This design comes from an exercise in tuning for small area on the open sky130 flow, not from production work.
At most, simulation tests tie the RTL to the original design; equivalence was not proved.
Power figures rest on the tool's default switching activity, not on a simulated workload.

## v4
==> flow/design.v (excerpt) <==
module rtype_mc_datapath #(
    parameter int DATA_W = 32,
    parameter int NREGS  = 32
) (
    input  logic              clk,
    input  logic              reset,
    input  logic              instr_valid,
    output logic              instr_ready,
    input  logic [31:0]       instr,
    output logic [DATA_W-1:0] out,
    output logic [5:0]        op,
    output logic              zero,
    output logic              done,
    output logic              illegal,
    output logic              ovf,
    input  logic [4:0]        dbg_addr,
    output logic [DATA_W-1:0] dbg_data
);
Size in the first run: ~120 I/O pins, roughly 0.029 mm^2 of cells after synthesis.
==> flow/config.mk <==
export PLATFORM = sky130hd
export DESIGN_NAME = rtype_mc_datapath
export DESIGN_NICKNAME = rtype_mc_datapath
export VERILOG_FILES = /design/flow/design.v
export SDC_FILE = /design/flow/constraint.sdc
export NUM_CORES = 4
export LEC_CHECK = 0
export CAP_MARGIN = 5
export CELL_PAD_IN_SITES_DETAIL_PLACEMENT = 1
export CELL_PAD_IN_SITES_GLOBAL_PLACEMENT = 2
export CORE_MARGIN = 2
export CORE_UTILIZATION = 50
export GPL_TIMING_DRIVEN = 0
export PLACE_DENSITY = 0.6
export SLEW_MARGIN = 5
export SYNTH_HIERARCHICAL = 1
export SYNTH_MINIMUM_KEEP_SIZE = 0
==> flow/constraint.sdc <==
create_clock -name core_clock -period 8.0 [get_ports {clk}]
set_input_delay 1.6000 -clock core_clock [delete_from_list [all_inputs] [get_ports {clk}]]
set_output_delay 1.6000 -clock core_clock [all_outputs]
set_load 0.01 [all_outputs]
standard.sh (not shown) runs the stock make flow with config.mk's settings and CLKGATE_MAP_FILE= SYNTH_SCRIPT=/design/flow/synth_recipe.tcl, a recipe that flattens the netlist after the stock synthesis.
==> flow/flow/run.sh <==
#!/bin/bash
# Standard ORFS layout with these changes: ports are buffered with buf_1 (the smallest
# buffer) instead of ORFS's default pick; synthesis buffers are removed at floorplan;
# before repair_design, drivers of nets with 10
# or more loads get drive strength 4 (flow/presize.tcl); CTS uses clkbuf_8 with sink
# clusters of up to 16 flip-flops within 50 um, and no dummy loads.
set -euo pipefail
here=$(pwd)
bash standard.sh synth > synth.log 2>&1
bash standard.sh finish \
  "BUFFER_PORTS_ARGS=-buffer_cell sky130_fd_sc_hd__buf_1" \
  "PRE_RESIZE_TCL=$here/flow/presize.tcl" \
  "REMOVE_ABC_BUFFERS=1" \
  "CTS_ARGS=-sink_clustering_enable -repair_clock_nets -dont_use_dummy_load -buf_list sky130_fd_sc_hd__clkbuf_8 -sink_clustering_size 16 -sink_clustering_max_diameter 50" \
  > layout.log 2>&1
==> flow/flow/presize.tcl <==
# Before repair_design: give each combinational driver of a net with 10 or more loads the
# _4 drive strength of its own cell, so the net needs no slew buffers.
set n_up 0
foreach inst [get_cells *] {
  set master [get_property $inst ref_name]
  if {![regexp {^(sky130_fd_sc_hd__[a-z0-9]+)_([0-9]+)$} $master -> base size]} { continue }
  if {[string match "*df*" $base] || [string match "*buf*" $base] || [string match "*inv*" $base]} { continue }
  if {$size >= 4} { continue }
  set fo 0
  foreach pin [get_pins -of_objects $inst -filter "direction==output"] {
    set net [get_nets -quiet -of_objects $pin]
    if {$net eq ""} { continue }
    set n [llength [get_pins -quiet -of_objects $net -filter "direction==input"]]
    if {$n > $fo} { set fo $n }
  }
  if {$fo < 10} { continue }
  set target [get_lib_cells -quiet */${base}_4]
  if {$target eq ""} { continue }
  replace_cell $inst [get_name $target]
  incr n_up
}
puts "presize: $n_up drivers set to drive strength 4"
Both conditions hold for v4: the flow ran to the end and the final layout passed the timing, DRC and antenna checks.
For v8, these inputs were changed with respect to v4:
--- a/flow/design.v
+++ b/flow/design.v
@@ -178,43 +178,41 @@
         logic [30:0] d;
         for (genvar k = 0; k < 31; k++) begin : g_k
             assign d[k] = ring_q[k][b];
         end
         if (b < 5) begin : g_lo
             rf_bitmux_lo u_mux(.sel(sel), .d(d), .xs(uninit), .xd(raddr[b]), .y(word[b]));
         end else begin : g_hi
             rf_bitmux_hi u_mux(.sel(sel), .d(d), .y(word[b]));
         end
     end
     assign dbg_data = word;
     logic [4:0]  kk;
-    logic [6:0]  j0;
-    logic [5:0]  pe, po;
+    logic [6:0]  j0, j1;
     logic [15:0] w_even, w_odd;
     logic        oor0, oor1, fill, m_even, m_odd, bn0, bn1, b0, b1, a0, a1, c1, c2, s0, s1, ins0, ins1, bb0, bb1;
     assign kk     = is_shift ? shamt : 5'd0;
-    assign j0     = {2'b0, t_inc[3:0], 1'b0} + ({7{is_sll}} ^ {2'b0, kk}) + {6'd0, is_sll};
-    assign po     = j0[6:1];
-    assign pe     = po + {5'd0, j0[0]};
+    assign j0     = is_sll ? ({2'b0, t_inc[3:0], 1'b0} - {2'b0, kk}) : ({2'b0, t_inc[3:0], 1'b0} + {2'b0, kk});
+    assign j1     = is_sll ? ({2'b0, t_inc[3:0], 1'b1} - {2'b0, kk}) : ({2'b0, t_inc[3:0], 1'b1} + {2'b0, kk});
     always_comb begin
         for (int i = 0; i < 16; i++) begin
             w_even[i] = word[2 * i];
             w_odd[i]  = word[2 * i + 1];
         end
     end
-    rf_mux16 u_even(.d(w_even), .s(pe[3:0]), .y(m_even));
-    rf_mux16 u_odd(.d(w_odd), .s(po[3:0]), .y(m_odd));
+    rf_mux16 u_even(.d(w_even), .s(j1[4:1]), .y(m_even));
+    rf_mux16 u_odd(.d(w_odd), .s(j0[4:1]), .y(m_odd));
     assign fill   = is_sra & word[31];
-    assign oor0   = po[5] | po[4];
-    assign oor1   = pe[5] | pe[4];
+    assign oor0   = j0[6] | j0[5];
+    assign oor1   = j1[6] | j1[5];
     assign bn0    = oor0 ? fill : (j0[0] ? m_odd : m_even);
     assign bn1    = oor1 ? fill : (j0[0] ? m_even : m_odd);
     assign b0    = b0_q;
     assign b1    = b1_q;
     assign a0    = a_q[0];
     assign a1    = a_q[1];
     assign bb0   = b0 ^ inv_b;
     assign bb1   = b1 ^ inv_b;
     assign s0    = a0 ^ bb0 ^ cy_q;
     assign c1    = (a0 & bb0) | (a0 & cy_q) | (bb0 & cy_q);
     assign s1    = a1 ^ bb1 ^ c1;
     assign c2    = (a1 & bb1) | (a1 & c1) | (bb1 & c1);
[summary]
Diff v4..v8 | number of max-slew violations in the final report | unchanged
Clock-buffer cell count in v8 is 1 lower than in v4
Between v4 and v8, post-detailed-routing wire length increased.
Relative to v4, the final cell area reported for v8 is higher.
As far as buffer share of cell area is concerned, v4 and v8 perform about the same.
| setup slack after layout | v8 vs v4 | worse |
The total power number comes out lower for v4 vs v8.
Changes observed in v8 relative to v4: met1 track demand over resource in global routing went down by 0.55 points, detailed placer's ending HPWL went up by about 1%, minimum clock period after layout went up by 0.10 ns.
Diff v8..v4 | fraction of layout cells with a size suffix above 1 | negligible
v8 ended up with a higher non-clock buffer total of the final layout than v4 did.
Relative to v4, part of the power in the clock network has decreased by 0.4 points in v8.


== the baseline ==
The RTL this note starts from:
==> flow/design.v <==
module rf_aoi222 (
    input  logic a1, b1, a2, b2, a3, b3,
    output logic y
);
    assign y = ~((a1 & b1) | (a2 & b2) | (a3 & b3));
endmodule
module rf_nand2 (
    input  logic a, b,
    output logic y
);
    assign y = ~(a & b);
endmodule
module rf_aoi22 (
    input  logic a1, b1, a2, b2,
    output logic y
);
    assign y = ~((a1 & b1) | (a2 & b2));
endmodule
module rf_bitmux_lo (
    input  logic [30:0] sel,
    input  logic [30:0] d,
    input  logic        xs,
    input  logic        xd,
    output logic        y
);
    logic [10:0] t;
    for (genvar i = 0; i < 10; i++) begin : g
        rf_aoi222 u(.a1(sel[3*i]), .b1(d[3*i]), .a2(sel[3*i+1]), .b2(d[3*i+1]),
                    .a3(sel[3*i+2]), .b3(d[3*i+2]), .y(t[i]));
    end
    rf_aoi22 u_last(.a1(sel[30]), .b1(d[30]), .a2(xs), .b2(xd), .y(t[10]));
    assign y = ~&t;
endmodule
module rf_bitmux_hi (
    input  logic [30:0] sel,
    input  logic [30:0] d,
    output logic        y
);
    logic [10:0] t;
    for (genvar i = 0; i < 10; i++) begin : g
        rf_aoi222 u(.a1(sel[3*i]), .b1(d[3*i]), .a2(sel[3*i+1]), .b2(d[3*i+1]),
                    .a3(sel[3*i+2]), .b3(d[3*i+2]), .y(t[i]));
    end
    rf_nand2 u_last(.a(sel[30]), .b(d[30]), .y(t[10]));
    assign y = ~&t;
endmodule
module rf_and2 (
    input  logic a, b,
    output logic y
);
    assign y = a & b;
endmodule
module rf_dec (
    input  logic [4:0]  slot,
    input  logic        en,
    output logic [30:0] sel
);
    logic [3:0] lo;
    logic [7:0] hi;
    always_comb begin
        for (int i = 0; i < 4; i++) lo[i] = (slot[1:0] == 2'(i));
        for (int i = 0; i < 8; i++) hi[i] = en && (slot[4:2] == 3'(i));
    end
    for (genvar k = 0; k < 31; k++) begin : g_sel
        rf_and2 u(.a(lo[k % 4]), .b(hi[k / 4]), .y(sel[k]));
    end
endmodule
module rf_slot (
    input  logic [4:0] r,
    input  logic [4:0] g,
    output logic [4:0] slot,
    output logic       ge
);
    logic [5:0] dif;
    assign dif  = {1'b0, r} - {1'b0, g};
    assign ge   = ~dif[5];
    assign slot = dif[5] ? dif[4:0] - 5'd1 : dif[4:0];
endmodule
module rtype_mc_datapath #(
    parameter int DATA_W = 32,
    parameter int NREGS  = 32
) (
    input  logic              clk,
    input  logic              reset,
    input  logic              instr_valid,
    output logic              instr_ready,
    input  logic [31:0]       instr,
    output logic [DATA_W-1:0] out,
    output logic [5:0]        op,
    output logic              zero,
    output logic              done,
    output logic              illegal,
    output logic              ovf,
    input  logic [4:0]        dbg_addr,
    output logic [DATA_W-1:0] dbg_data
);
    localparam logic [4:0] T_IDLE = 5'd17, T_LOAD = 5'd30, T_PRE = 5'd31, T_DONE = 5'd16;
    logic [4:0]  t_q, t_d;
    logic [4:0]  ia_q;      
    logic        busy_q;    
    logic [21:0] ins_q;     
    logic        rdnz_q;
    logic [31:0] a_q;
    logic        cy_q, f_q, z_q, b0_q, b1_q;
    logic [4:0]  g_q;
    logic        init_q;
    logic [31:0] ring_q [31];
    logic is_load, is_pre, is_step, is_done, wait_in;
    logic [4:0] t_inc;
    assign t_inc   = t_q + 5'd1;
    assign is_pre  = (t_q == T_PRE);
    assign is_load = (t_q == T_LOAD);
    assign is_step = ~t_q[4];
    assign is_done = (t_q == T_DONE);
    assign wait_in = (t_q == T_IDLE) | is_done;
    logic [5:0] opc, funct;
    logic [4:0] rt, shamt;
    assign opc   = ins_q[21:16];
    assign rt    = ins_q[15:11];
    assign shamt = ins_q[10:6];
    assign funct = ins_q[5:0];
    logic legal, is_add, is_sub, is_slt, is_sltu, is_and, is_or, is_xor, is_nor;
    logic is_sll, is_srl, is_sra, is_shift, is_cmp, is_addsub, inv_b;
    always_comb begin
        {is_add, is_sub, is_slt, is_sltu, is_and, is_or, is_xor, is_nor, is_sll, is_srl, is_sra} = '0;
        case (funct)
            6'h20: is_add  = 1'b1;
            6'h22: is_sub  = 1'b1;
            6'h24: is_and  = 1'b1;
            6'h25: is_or   = 1'b1;
            6'h26: is_xor  = 1'b1;
            6'h27: is_nor  = 1'b1;
            6'h2A: is_slt  = 1'b1;
            6'h2B: is_sltu = 1'b1;
            6'h00: is_sll  = 1'b1;
            6'h02: is_srl  = 1'b1;
            6'h03: is_sra  = 1'b1;
            default: ;
        endcase
    end
    assign legal     = (opc == 6'd0) && (is_add | is_sub | is_slt | is_sltu | is_and | is_or |
                                         is_xor | is_nor | is_sll | is_srl | is_sra);
    assign is_shift  = is_sll | is_srl | is_sra;
    assign is_cmp    = legal & (is_slt | is_sltu);
    assign is_addsub = legal & (is_add | is_sub);
    assign inv_b     = is_sub | is_slt | is_sltu;
    logic [4:0]  raddr;
    logic [4:0]  slot;
    logic        ren, uninit;
    logic [30:0] sel;
    logic [31:0] word;
    assign raddr  = busy_q ? ia_q : dbg_addr;
    logic ge;
    rf_slot u_slot(.r(raddr), .g(g_q), .slot(slot), .ge(ge));
    assign uninit = init_q & ge & (raddr != 5'd0);
    assign ren    = (raddr != 5'd0) & ~uninit;
    rf_dec u_dec(.slot(slot), .en(ren), .sel(sel));
    for (genvar b = 0; b < 32; b++) begin : g_rd
        logic [30:0] d;
        for (genvar k = 0; k < 31; k++) begin : g_k
            assign d[k] = ring_q[k][b];
        end
        if (b < 5) begin : g_lo
            rf_bitmux_lo u_mux(.sel(sel), .d(d), .xs(uninit), .xd(raddr[b]), .y(word[b]));
        end else begin : g_hi
            rf_bitmux_hi u_mux(.sel(sel), .d(d), .y(word[b]));
        end
    end
    assign dbg_data = word;
    logic [4:0]  kk;
    logic [6:0]  j;
    logic [31:0] word1;
    logic        oor0, oor1, fill, bn0, bn1, b0, b1, a0, a1, c1, c2, s0, s1, ins0, ins1, bb0, bb1;
    assign kk    = is_shift ? shamt : 5'd0;
    assign j     = is_sll ? ({2'b0, t_inc[3:0], 1'b0} - {2'b0, kk}) : ({2'b0, t_inc[3:0], 1'b0} + {2'b0, kk});
    assign fill  = is_sra & word[31];
    assign word1 = {is_sll ? word[0] : fill, word[31:1]};
    assign oor0  = j[6] | j[5];
    assign oor1  = is_sll ? (j[6] & ~(j[5:0] == 6'h3F)) : j[5];
    assign bn0   = oor0 ? fill : word[j[4:0]];
    assign bn1   = oor1 ? fill : word1[j[4:0]];
    assign b0    = b0_q;
    assign b1    = b1_q;
    assign a0    = a_q[0];
    assign a1    = a_q[1];
    assign bb0   = b0 ^ inv_b;
    assign bb1   = b1 ^ inv_b;
    assign s0    = a0 ^ bb0 ^ cy_q;
    assign c1    = (a0 & bb0) | (a0 & cy_q) | (bb0 & cy_q);
    assign s1    = a1 ^ bb1 ^ c1;
    assign c2    = (a1 & bb1) | (a1 & c1) | (bb1 & c1);
    always_comb begin
        ins0 = 1'b0;
        ins1 = 1'b0;
        if (legal) begin
            if (is_add | is_sub) begin ins0 = s0; ins1 = s1; end
            else if (is_and) begin ins0 = a0 & b0; ins1 = a1 & b1; end
            else if (is_or)  begin ins0 = a0 | b0; ins1 = a1 | b1; end
            else if (is_xor) begin ins0 = a0 ^ b0; ins1 = a1 ^ b1; end
            else if (is_nor) begin ins0 = ~(a0 | b0); ins1 = ~(a1 | b1); end
            else if (is_shift) begin ins0 = b0; ins1 = b1; end
        end
    end
    logic [4:0] g_ahead;    
    logic [4:0] rd_in;
    logic       accept, we;
    assign rd_in       = instr[15:11];
    assign g_ahead     = (g_q <= 5'd12) ? g_q + 5'd19 : g_q - 5'd12;
    assign instr_ready = wait_in & ((rd_in == 5'd0) | (rd_in == g_ahead));
    assign accept      = instr_valid & instr_ready;
    assign done        = is_done;
    always_comb begin
        if (accept) t_d = T_LOAD;
        else if (t_q == T_IDLE) t_d = T_IDLE;
        else t_d = t_inc;
    end
    always_ff @(posedge clk or posedge reset) begin
        if (reset) begin
            t_q    <= T_IDLE;
            busy_q <= 1'b0;
            g_q    <= 5'd1;
            init_q <= 1'b1;
        end else begin
            t_q    <= t_d;
            busy_q <= (t_d != T_IDLE) && (t_d != T_DONE);
            g_q    <= (g_q == 5'd31) ? 5'd1 : g_q + 5'd1;
            if (g_q == 5'd31) init_q <= 1'b0;
        end
    end
    always_ff @(posedge clk) begin
        ia_q <= wait_in ? instr[25:21] : rt;
        if (wait_in) begin
            ins_q  <= {instr[31:26], instr[20:16], instr[10:6], instr[5:0]};
            rdnz_q <= (rd_in != 5'd0);
        end
        if (is_load) a_q <= {word[29:0], word[31:30]};
        else if (is_pre) a_q <= {a_q[1:0], a_q[31:2]};
        else a_q <= {ins1, ins0, a_q[31:2]};
        b0_q  <= bn0;
        b1_q  <= bn1;
        cy_q  <= is_step ? c2 : inv_b;
        z_q   <= is_step ? (z_q & ~ins0 & ~ins1) : 1'b1;
        f_q   <= is_slt ? (s1 ^ c1 ^ c2) : is_sltu ? ~c2 : (c1 ^ c2);
    end
    assign out     = {a_q[31:1], a_q[0] | (is_cmp & f_q)};
    assign zero    = z_q & ~(is_cmp & f_q);
    assign illegal = ~legal;
    assign ovf     = is_addsub & f_q;
    assign op      = opc;
    assign we      = is_done & legal & ~ovf & rdnz_q;
    logic        keep;
    logic [31:0] wdata;
    assign keep  = ~we & ~init_q;
    assign wdata = ({32{we}} & out) | ({32{keep}} & ring_q[0]) | {27'd0, {5{init_q & ~we}} & g_q};
    always_ff @(posedge clk) begin
        for (int k = 0; k < 30; k++) ring_q[k] <= ring_q[k + 1];
        ring_q[30] <= wdata;
    end
endmodule
clock: 8.0 ns
lec_check: 0
cap_margin: 5
cell_pad_in_sites_detail_placement: 1
cell_pad_in_sites_global_placement: 2
core_margin: 2
core_utilization: 50
gpl_timing_driven: 0
place_density: 0.6
slew_margin: 5
synth_hierarchical: 1
synth_minimum_keep_size: 0
==> flow/flow/run.sh <==
#!/bin/bash
# Standard ORFS layout with these changes: ports are buffered with buf_1 (the smallest
# buffer) instead of ORFS's default pick; CTS uses clkbuf_8 with sink clusters of up to
# 16 flip-flops within 50 um, and no dummy loads.
set -euo pipefail
bash standard.sh synth > synth.log 2>&1
bash standard.sh finish \
  "BUFFER_PORTS_ARGS=-buffer_cell sky130_fd_sc_hd__buf_1" \
  "CTS_ARGS=-sink_clustering_enable -repair_clock_nets -dont_use_dummy_load -buf_list sky130_fd_sc_hd__clkbuf_8 -sink_clustering_size 16 -sink_clustering_max_diameter 50" \
  > layout.log 2>&1
Input changes introduced in the candidate (baseline for comparison: the baseline):
--- a/flow/design.v
+++ b/flow/design.v
@@ -45,10 +45,4 @@
     assign y = ~&t;
 endmodule
-module rf_and2 (
-    input  logic a, b,
-    output logic y
-);
-    assign y = a & b;
-endmodule
 module rf_dec (
     input  logic [4:0]  slot,
@@ -61,7 +55,5 @@
         for (int i = 0; i < 4; i++) lo[i] = (slot[1:0] == 2'(i));
         for (int i = 0; i < 8; i++) hi[i] = en && (slot[4:2] == 3'(i));
-    end
-    for (genvar k = 0; k < 31; k++) begin : g_sel
-        rf_and2 u(.a(lo[k % 4]), .b(hi[k / 4]), .y(sel[k]));
+        for (int k = 0; k < 31; k++) sel[k] = lo[k % 4] & hi[k / 4];
     end
 endmodule
@@ -155,5 +147,7 @@
     assign uninit = init_q & ge & (raddr != 5'd0);
     assign ren    = (raddr != 5'd0) & ~uninit;
+    logic [30:0] sel_hi;
     rf_dec u_dec(.slot(slot), .en(ren), .sel(sel));
+    rf_dec u_dec_hi(.slot(slot), .en(ren), .sel(sel_hi));
     for (genvar b = 0; b < 32; b++) begin : g_rd
         logic [30:0] d;
@@ -164,5 +158,5 @@
             rf_bitmux_lo u_mux(.sel(sel), .d(d), .xs(uninit), .xd(raddr[b]), .y(word[b]));
         end else begin : g_hi
-            rf_bitmux_hi u_mux(.sel(sel), .d(d), .y(word[b]));
+            rf_bitmux_hi u_mux(.sel(b < 16 ? sel : sel_hi), .d(d), .y(word[b]));
         end
     end
==> summary.txt <==
Timing, DRC, antenna: 0 failures across the baseline and the candidate
Delta (the candidate minus the baseline): sequential share of layout area now sits lower; fill cell total of the finished layout now sits lower; power share of the combinational group now sits higher; global-route usage now sits lower; number of antenna cells inserted now sits lower.
The baseline -> the candidate: post-synthesis cell type count decreased by more than 10%
Data arrival time at the worst-slack endpoint: the baseline and the candidate compared, higher one is the candidate
Compared with the baseline, in the candidate worst setup slack now smaller, non-clock buffer count now larger.
Total power, the baseline and the candidate: larger value in the candidate
Only the layout flow was run in the candidate; the RTL was not checked for function there.

==> re-timing with driven ports <==
The flow's constraints put no driver on any port. The routed layouts listed below were extracted and timed again, unchanged, in two steps.
Step 1: set_driving_cell puts a clkbuf_16 on clk and a buf_2 on each other input, an assumption about the parent block.
Step 2 adds t to the input delays and takes it off the output delays; t is the mean of the earliest and latest rising clock arrival at the registers after step 1. Input paths then give back, and output paths get back, about the clock's delay inside the block.
Three values: no drivers, after step 1, after step 2; two values: the first two.
run	shift t [ns]	setup slack, ns	hold WS [ns]	worst register clock-pin slew, ns
v4	0.742	0.601 / 0.570 / 0.570	0.294 / 0.294 / 0.294	0.10 / 0.10
v8	0.720	0.498 / 0.477 / 0.477	0.293 / 0.293 / 0.293	0.10 / 0.10
the baseline	0.731	0.292 / 0.269 / 0.269	0.278 / 0.278 / 0.278	0.10 / 0.10
the candidate	0.728	0.144 / 0.113 / 0.113	0.282 / 0.282 / 0.282	0.10 / 0.10
After both steps every run listed still meets setup and hold.
